From an optimization exercise on the open Yosys and OpenROAD flow, aimed at small area, a short achievable clock period and few clock cycles; shortcuts taken in it are not production practice. Where RTL was checked, it was by simulation tests only, not by an equivalence proof against the original. No activity file was given, so power comes from the tool's default toggle rates.

==> flow/design.v (excerpt) <==
module udp_ipv4_header_builder_unit
(
  input  logic                   clk,
  input  logic                   rst,
  input  logic                   push,
  output logic                   full,
  input  logic [8:0]             item,
  output logic                   empty,
  input  logic                   pop,
  output logic [21:0]            result,
  input  logic                   cfg_write,
  input  logic [2:0]             cfg_index,
  input  logic [31:0]            cfg_data
);
  logic [31:0] sa;
  logic [31:0] da;
  logic [15:0] sp;
  logic [15:0] dp;
  logic [7:0]  ttl;
  logic        full_r;
  logic        in_v;
  logic [7:0]  in_b;
  logic        in_last;
  logic        accept;
  logic        go;
  logic        hold;
  logic        take;
  logic [15:0] job_sum;
  logic [15:0] job_len;
  logic        job_ovf;
  assign full   = full_r;
  assign accept = push & ~full_r;
  logic [31:0] wd0;   
  logic [31:0] wd1;   
  logic [4:0]  wen;
  ...
Size in the first run: ~230 flip-flops, about 73 I/O pins.
clock: 6.0 ns
lec_check: 0
abc_clock_period_in_ps: 2200
cap_margin: 20
core_margin: 2
core_utilization: 60
cts_buf_list: sky130_fd_sc_hd__clkbuf_8 sky130_fd_sc_hd__clkbuf_4
cts_cluster_size: 24
setup_slack_margin: 3.3
slew_margin: 20
run.sh (not shown) runs the stock make flow with config.mk's settings and CLKGATE_MAP_FILE= SYNTH_SCRIPT=/design/flow/synth_recipe.tcl, a recipe that flattens the netlist after the stock synthesis.
The first run finished with timing, DRC and antenna clean.
Testbench counts at the start, summed over its fixed seeds: cycles 55,014.
Then changed:
- CORE_UTILIZATION: 60 -> 40
- CTS_BUF_LIST: sky130_fd_sc_hd__clkbuf_8 sky130_fd_sc_hd__clkbuf_4 -> not set
- CTS_CLUSTER_SIZE: 24 -> not set
Via count shrinks by 3.5%. Cell area grows by 0.95%. Setup slack improved by 0.11 ns. Total power grows by 0.58%. Routed wire length grows by 0.68%.
Then changed:
- SETUP_SLACK_MARGIN: 3.3 -> 3.1
Result: Count of clock-buffer cells in the layout fell by 8; cell area went down by 6.7%; global-route usage drops by 1.1 points; core utilization shrinks by 3.6 points.


udp_ipv4_header_builder_unit, a different RTL version from the one above (not shown whole).
Size in the first run: ~1,100 cells after synthesis, ~230 flip-flops, ~73 I/O pins, ~12,000 um^2 of cells after synthesis.
==> flow/config.mk <==
export PLATFORM = sky130hd
export DESIGN_NAME = udp_ipv4_header_builder_unit
export DESIGN_NICKNAME = udp_ipv4_header_builder_unit
export VERILOG_FILES = /design/flow/design.v
export SDC_FILE = /design/flow/constraint.sdc
export NUM_CORES = 4
export LEC_CHECK = 0
export ABC_CLOCK_PERIOD_IN_PS = 2200
export CAP_MARGIN = 20
export CORE_MARGIN = 2
export CORE_UTILIZATION = 40
export CTS_CLUSTER_DIAMETER = 70
export CTS_CLUSTER_SIZE = 32
export PLACE_DENSITY = 0.75
export SETUP_SLACK_MARGIN = 2.9
export SLEW_MARGIN = 20
==> flow/constraint.sdc <==
create_clock -name core_clock -period 6.0 [get_ports {clk}]
set_input_delay 1.2000 -clock core_clock [delete_from_list [all_inputs] [get_ports {clk}]]
set_output_delay 1.2000 -clock core_clock [all_outputs]
set_load 0.01 [all_outputs]
standard.sh (not shown) runs the stock make flow with config.mk's settings and CLKGATE_MAP_FILE= SYNTH_SCRIPT=/design/flow/synth_recipe.tcl, a recipe that flattens the netlist after the stock synthesis.
==> flow/flow/run.sh <==
#!/bin/bash
# The standard layout (the standard.sh, synthesis unchanged) with one
# placement setting ORFS reads from the environment:
#  every port still gets a buffer, but of the smallest plain buffer cell
#  (buf_1, which the resizer may upsize) instead of the delay-cell-sized
#  default that buffer_ports picks.

set -euo pipefail
export BUFFER_PORTS_ARGS="-buffer_cell sky130_fd_sc_hd__buf_1"
bash standard.sh > standard.log 2>&1
The starting point finished with timing, DRC and antenna clean.
==> next run, changes <==
Settings changed: PLACE_DENSITY 0.75 to unset, SETUP_SLACK_MARGIN 2.9 to 3.0.
Worst hold slack degrades by 0.0092 ns.
Core utilization rose by 1.2 points.
Combinational power rose by about 5%.
==> next run, changes <==
Settings changed: CTS_CLUSTER_DIAMETER 70 to 55, CTS_CLUSTER_SIZE 32 to 40, SETUP_SLACK_MARGIN 3.0 to 2.9.
What happened:
- combinational power falls by about 6%
- total power increases by 1.8%
- register-to-register slack is worse by 0.13 ns
- clock skew rises by 0.014 ns
- die area stays the same
- core utilization drops by 0.50 points
- cell count goes down by 0.31%
- global-route usage drops by 0.12 points
- non-clock buffer count falls by 14
==> next run, changes <==
Settings changed: CORE_UTILIZATION 40 to 55, CTS_CLUSTER_DIAMETER 55 to 70, CTS_CLUSTER_SIZE 40 to 32.
Result: The new run finished clean. Setup slack improves by 0.0095 ns. Clock-buffer cell count fell by 5. Worst hold slack improves by 0.022 ns. Die area fell by 27%. Synthesized cell count does not change. Total power fell by 5.4%. Non-clock buffer count rose by 19. Synthesized area stays the same. Wire length fell by 3.8%. First-iteration DRC count fell by 7.0%.
==> next run, changes <==
Settings changed: CORE_UTILIZATION 55 to 40, CTS_CLUSTER_DIAMETER 70 to 60, CTS_CLUSTER_SIZE 32 to 36.
=>
- final area goes up by about 1.4%
- worst setup slack is better by 0.0093 ns
- via count came out higher by about 0.7%
- non-clock buffer count went down by 17
- cell count rose by 7.2%
- sequential share of layout area came out lower by 0.67 points
- total power grows by about 4%
- clock-buffer cell count came out higher by 3
- core utilization fell by 17 points
- clock power went up by 21%
==> next run, changes <==
==> flow/flow/run.sh (replaced) <==
#!/bin/bash
# The standard layout (the standard.sh, synthesis unchanged) with
# settings ORFS reads from the environment:
#  - every port still gets a buffer, but of the smallest plain buffer cell
#    (buf_1, which the resizer may upsize) instead of the delay-cell-sized
#    default that buffer_ports picks;
#  - clock tree synthesis with the usual clustering but without the dummy
#    loads it otherwise adds to even out the leaf buffers' loads.
set -euo pipefail
export BUFFER_PORTS_ARGS="-buffer_cell sky130_fd_sc_hd__buf_1"
export CTS_ARGS="-sink_clustering_enable -repair_clock_nets -sink_clustering_size 32 -sink_clustering_max_diameter 70 -dont_use_dummy_load"
bash standard.sh > standard.log 2>&1
Settings changed: CTS_CLUSTER_DIAMETER 60 to unset, CTS_CLUSTER_SIZE 36 to unset.
What happened: The new run finished clean. Cell count fell slightly. Die area stays the same. Count of clock-buffer cells in the layout fell by 4. Setup slack stays flat. Worst hold slack is about the same.
No run of this note included a check of the RTL's function; only the layout flow was run.

==> separate check: timing with driven ports <==
The flow's constraints put no driver on any port. The routed layouts listed below were extracted and timed again, unchanged, in two steps. Step 1 (the two cells are an assumption about what drives the block):
set clk [get_ports {clk}]
set_driving_cell -lib_cell sky130_fd_sc_hd__clkbuf_16 $clk
set_driving_cell -lib_cell sky130_fd_sc_hd__buf_2 [delete_from_list [all_inputs] $clk]
Step 2, shift: input delay + t, output delay - t, t = (earliest + latest rising clock arrival at the registers) / 2. This alone moves slack from input paths to output paths. Slacks: ideal / step 1 / step 2; pairs: ideal / step 1.
run | t (ns) | setup WS [ns] | hold WS [ns] | cell pins on the clock port's net
the first run of note 1 | 0.595 | 2.965 / 2.965 / 2.800 | 0.434 / 0.434 / 0.434 | 1
the second run of note 1 | 0.597 | 3.073 / 3.073 / 2.795 | 0.442 / 0.442 / 0.442 | 1
the third run of note 1 | 0.578 | 3.091 / 3.068 / 2.610 | 0.436 / 0.436 / 0.436 | 1
the first run of note 2 | 0.552 | 2.965 / 2.965 / 2.492 | 0.438 / 0.438 / 0.438 | 1
the second run of note 2 | 0.551 | 3.079 / 3.079 / 2.592 | 0.429 / 0.429 / 0.429 | 1
the third run of note 2 | 0.580 | 2.950 / 2.953 / 2.400 | 0.432 / 0.432 / 0.432 | 1
the fourth run of note 2 | 0.546 | 2.959 / 2.959 / 2.515 | 0.454 / 0.454 / 0.454 | 1
the fifth run of note 2 | 0.572 | 2.968 / 2.968 / 2.434 | 0.429 / 0.429 / 0.429 | 1
the sixth run of note 2 | 0.549 | 2.970 / 2.989 / 2.449 | 0.432 / 0.432 / 0.432 | 1
After both steps setup and hold are still met in every run listed. The setup slack of the third run of note 2, which loses most, moves by +0.003 ns with the drivers and by -0.550 ns with both steps.
